What follows belongs to an exercise in optimizing a design on an open flow for small area; a production flow would make more cautious choices. The RTL was checked by simulation tests, not by an equivalence proof against the original design. No activity file was given, so power comes from the tool's default toggle rates.

==> flow/design.v (excerpt) <==
module tetris_display
#(
  parameter int   H_ACTIVE = 640,
  parameter int   H_FRONT  = 16,
  parameter int   H_SYNC   = 96,
  parameter int   H_BACK   = 48,
  parameter int   V_ACTIVE = 480,
  parameter int   V_FRONT  = 10,
  parameter int   V_SYNC   = 2,
  parameter int   V_BACK   = 33,
  parameter tetris_pkg::bgr_t BG_COLOR = 24'h202020
) (
  input  wire         iVGA_CLK,
  input  wire         iRST_n,
  input  wire  [7:0]  paddr,
  input  wire         psel,
  input  wire         penable,
  input  wire         pwrite,
  input  wire  [31:0] pwdata,
  output logic [31:0] prdata,
  output logic        pready,
  output logic        pslverr,
  output logic        hs,
  output logic        vs,
  output logic        blank_n,
  output logic [7:0]  r_data,
  output logic [7:0]  g_data,
  output logic [7:0]  b_data
);
  logic [15:0] brd [0:23];    
  logic [23:0] vld;           
  logic [11:0] score;         
  logic        a_ok;          
  logic        a_row;         
  logic        a_score;
  logic        bcd_bad;
  logic        access;
  logic [4:0]  ridx;
  logic [23:0] rsel_w;
  logic [23:0] rsel_r;
  logic [15:0] rrow;
  assign ridx    = paddr[6:2];
  assign a_row   = (paddr[1:0] == 2'b00) && !paddr[7] && (ridx < 5'd24);
  assign a_score = (paddr == 8'h60);
  assign a_ok    = a_row || a_score;
  assign bcd_bad = (pwdata[11:8] > 4'd9) || (pwdata[7:4] > 4'd9) || (pwdata[3:0] > 4'd9);
  assign access  = psel && penable;
  assign pready  = 1'b1;
  assign pslverr = access && (!a_ok || (pwrite && a_score && bcd_bad));
  always_comb begin
    for (int r = 0; r < 24; r++) begin
      rsel_w[r] = (ridx == 5'(r));
      rsel_r[r] = (ridx == 5'(r)) && vld[r];
    end
  end
  logic [15:0] rg [0:7];
  always_comb begin
    for (int k = 0; k < 8; k++)
      rg[k] = ~(({16{rsel_r[3*k]}} & brd[3*k]) | ({16{rsel_r[3*k+1]}} & brd[3*k+1]) |
                ({16{rsel_r[3*k+2]}} & brd[3*k+2]));
    rrow = ~(rg[0] & rg[1] & rg[2] & rg[3]) | ~(rg[4] & rg[5] & rg[6] & rg[7]);
  end
  always_comb begin
    prdata = '0;
    if (psel && !pwrite) begin
      if (a_row)
        prdata[15:0] = rrow;
      else if (a_score)
        prdata[11:0] = score;
    end
  end
  always_ff @(posedge iVGA_CLK) begin
    for (int r = 0; r < 24; r++)
      if (access && pwrite && a_row && rsel_w[r])
  ...
For scale: ~1200 cells after synthesis, ~450 flip-flops, ~110 I/O pins.
==> flow/config.mk <==
export PLATFORM = sky130hd
export DESIGN_NAME = tetris_display
export DESIGN_NICKNAME = tetris_display
export VERILOG_FILES = /design/flow/design.v
export SDC_FILE = /design/flow/constraint.sdc
export NUM_CORES = 4
export LEC_CHECK = 0
export CAP_MARGIN = 20
export CORE_MARGIN = 2
export CORE_UTILIZATION = 65
export SLEW_MARGIN = 20
==> flow/constraint.sdc <==
create_clock -name core_clock -period 8.0 [get_ports {iVGA_CLK}]
set_input_delay 1.6000 -clock core_clock [delete_from_list [all_inputs] [get_ports {iVGA_CLK}]]
set_output_delay 1.6000 -clock core_clock [all_outputs]
set_load 0.01 [all_outputs]
standard.sh (not shown) runs the stock make flow with config.mk's settings and CLKGATE_MAP_FILE= SYNTH_SCRIPT=/design/flow/synth_recipe.tcl, a recipe that flattens the netlist after the stock synthesis.
==> flow/flow/run.sh <==
#!/bin/bash
# The standard layout (standard.sh), with these changes:
#  - synthesis maps logic with an area-oriented ABC script (my_synth.tcl, area.abc);
#    registers and their names are those of the standard synthesis
#  - before global placement, weak gates driving many pins get a stronger size
#    (upsize.tcl), so placement does not add buffers to those nets
#  - port buffers are sky130_fd_sc_hd__buf_1
#  - clock tree: larger sink clusters, no dummy loads
set -euo pipefail
F=$(cd "$(dirname "${BASH_SOURCE[0]}")" && pwd)
W=$(dirname "$F")
cd "$W"
CTS="-sink_clustering_enable -repair_clock_nets -dont_use_dummy_load"
CTS="$CTS -root_buf sky130_fd_sc_hd__clkbuf_16 -buf_list sky130_fd_sc_hd__clkbuf_16"
CTS="$CTS -sink_clustering_size 30 -sink_clustering_max_diameter 80"
bash standard.sh \
  "SYNTH_SCRIPT=$F/my_synth.tcl" \
  "PRE_GLOBAL_PLACE_TCL=$F/upsize.tcl" \
  "BUFFER_PORTS_ARGS=-buffer_cell sky130_fd_sc_hd__buf_1" \
  "CTS_ARGS=$CTS" \
  finish > "$W/standard_flow.log" 2>&1
Other scripts of this flow, unchanged in this note and not shown: flow/flow/area.abc, flow/flow/my_synth.tcl, flow/flow/upsize.tcl
Rerun with:
--- a/flow/design.v
+++ b/flow/design.v
@@ -35,17 +35,22 @@
       4'd2:    font_glyph = 15'b111_001_111_100_111;
       4'd3:    font_glyph = 15'b111_100_111_100_111;
       4'd4:    font_glyph = 15'b100_100_111_101_101;
       4'd5:    font_glyph = 15'b111_100_111_001_111;
       4'd6:    font_glyph = 15'b111_101_111_001_111;
       4'd7:    font_glyph = 15'b100_100_100_100_111;
       4'd8:    font_glyph = 15'b111_101_111_101_111;
       4'd9:    font_glyph = 15'b111_100_111_101_111;
-      default: font_glyph = '0;
+      4'd10:   font_glyph = 15'b111_101_111_101_111;
+      4'd11:   font_glyph = 15'b111_100_111_101_111;
+      4'd12:   font_glyph = 15'b101_100_111_101_101;
+      4'd13:   font_glyph = 15'b111_100_111_101_111;
+      4'd14:   font_glyph = 15'b111_101_111_101_111;
+      4'd15:   font_glyph = 15'b101_100_111_101_111;
     endcase
   endfunction
 endpackage
 `default_nettype wire
 `timescale 1ns/1ps
 `default_nettype none
 module tetris_display
 #(
@@ -156,26 +161,26 @@
   localparam logic [4:0] R25 = 5'd26;
   localparam logic [4:0] R26 = 5'd21;
   logic [5:0] hc;    
   logic [4:0] hp;    
   logic [4:0] vc;    
   logic [4:0] vp;    
   logic h_wrap, line_end, v_wrap, frame_end;
   assign h_wrap    = (hp == P19);
-  assign line_end  = h_wrap && (hc == 6'd39);
+  assign line_end  = h_wrap && (hc == 6'd40);
   assign v_wrap    = (vp == P19);
   assign frame_end = line_end && (vc == R26) && (vp == P4);
   always_ff @(posedge iVGA_CLK or negedge iRST_n) begin
     if (!iRST_n) begin
       hp <= P19;
-      hc <= 6'd39;
+      hc <= 6'd40;
     end else if (line_end) begin
       hp <= P0;
-      hc <= '0;
+      hc <= 6'd1;
     end else if (h_wrap) begin
       hp <= P0;
       hc <= hc + 6'd1;
     end else begin
       hp <= lfsr(hp);
     end
   end
   always_ff @(posedge iVGA_CLK or negedge iRST_n) begin
@@ -206,42 +211,42 @@
   logic        active;
   logic        divider;
   logic [15:0] drow;
   logic        board_lit;
   logic [3:0]  dig;
   logic [14:0] glyph;
   logic        dig_lit;
   logic        lit;
-  assign active = (hc < 6'd32) && (vc != R24) && (vc != R25) && (vc != R26);
+  assign active = (!hc[5] || (hc == 6'd32)) && (vc != R24) && (vc != R25) && (vc != R26);
   logic hs_fall, hs_rise, vs_fall, vs_rise;
-  assign hs_fall = (hc == 6'd32) && (hp == P16);
-  assign hs_rise = (hc == 6'd37) && (hp == P12);
-  assign vs_fall = (hc == 6'd0) && (hp == P0) && (vc == R24) && (vp == P10);
-  assign vs_rise = (hc == 6'd0) && (hp == P0) && (vc == R24) && (vp == P12);
-  assign divider = (hc == 6'd16) && (hp == P0);
+  assign hs_fall = (hc == 6'd33) && (hp == P16);
+  assign hs_rise = (hc == 6'd38) && (hp == P12);
+  assign vs_fall = (hc == 6'd1) && (hp == P0) && (vc == R24) && (vp == P10);
+  assign vs_rise = (hc == 6'd1) && (hp == P0) && (vc == R24) && (vp == P12);
+  assign divider = (hc == 6'd17) && (hp == P0);
   logic [15:0] dg [0:7];
   logic [23:0] dsel;
   assign dsel = vrow & vld;
   always_comb begin
     for (int k = 0; k < 8; k++)
       dg[k] = ~(({16{dsel[3*k]}} & brd[3*k]) | ({16{dsel[3*k+1]}} & brd[3*k+1]) |
                 ({16{dsel[3*k+2]}} & brd[3*k+2]));
     drow = ~(dg[0] & dg[1] & dg[2] & dg[3]) | ~(dg[4] & dg[5] & dg[6] & dg[7]);
   end
-  assign board_lit = (hc < 6'd16) && drow[hc[3:0]];
+  assign board_lit = ((hc[5:4] == 2'b00) || (hc == 6'd16)) && drow[4'(hc[3:0] - 4'd1)];
   logic [2:0] lc;      
   logic [2:0] ds;      
   logic [2:0] gpat;    
-  assign ds[0] = (hc >= 6'd19) && (hc <= 6'd21);
-  assign ds[1] = (hc >= 6'd23) && (hc <= 6'd25);
-  assign ds[2] = (hc >= 6'd27) && (hc <= 6'd29);
-  assign lc[0] = (hc == 6'd19) || (hc == 6'd23) || (hc == 6'd27);
-  assign lc[1] = (hc == 6'd20) || (hc == 6'd24) || (hc == 6'd28);
-  assign lc[2] = (hc == 6'd21) || (hc == 6'd25) || (hc == 6'd29);
+  assign ds[0] = (hc[5:2] == 4'd5);
+  assign ds[1] = (hc[5:2] == 4'd6);
+  assign ds[2] = (hc[5:2] == 4'd7);
+  assign lc[0] = (ds != 3'b000) && (hc[1:0] == 2'd0);
+  assign lc[1] = (ds != 3'b000) && (hc[1:0] == 2'd1);
+  assign lc[2] = (ds != 3'b000) && (hc[1:0] == 2'd2);
   always_comb begin
     dig = ({4{ds[0]}} & score[11:8]) | ({4{ds[1]}} & score[7:4]) | ({4{ds[2]}} & score[3:0]);
     glyph = tetris_pkg::font_glyph(dig);
     case (vc)
       R1:      gpat = glyph[2:0];
       R2:      gpat = glyph[5:3];
       R3:      gpat = glyph[8:6];
       R4:      gpat = glyph[11:9];
Outcome:
- The changed run ran to the end with no violations
- wire length goes down by about 0.7%
- cell area hardly moves
- via count hardly moves
- clock-buffer cell count goes down by 1
- worst hold slack is worse by 61 ps
- synthesized area goes down by 0.44%
- total power barely changes
- setup slack is better by 31 ps
- die area goes down by 0.43%
- register-to-register slack is worse by 160 ps
- fmax goes up by 0.47%
- clock skew goes down by 46 ps
- critical path depth stays the same

[static timing again, ports no longer ideal]
The results above use ideal ports. As a check the final layouts listed here were re-extracted and re-timed, cells and wires unchanged. Step 1, drivers: a clkbuf_16 drives iVGA_CLK and a buf_2 each remaining input, both assumed. Step 2 also shifts input and output timing later by t, the mid clock arrival at the registers, as if the neighbouring blocks saw the same clock. Three values: no drivers, after step 1, after step 2; two values: the first two.
run | t (ns) | setup WS [ns] | worst setup path at the end | latest minus earliest clock arrival (ns)
the first run | 0.579 | 1.238 / 1.216 / 1.216 | input to output | 0.076 / 0.075
the second run | 0.591 | 1.269 / 1.231 / 1.231 | input to output | 0.032 / 0.031
After both steps setup and hold are still met in every run listed. The setup slack of the second run, which loses most, moves by -0.038 ns with the drivers and by -0.038 ns with both steps.
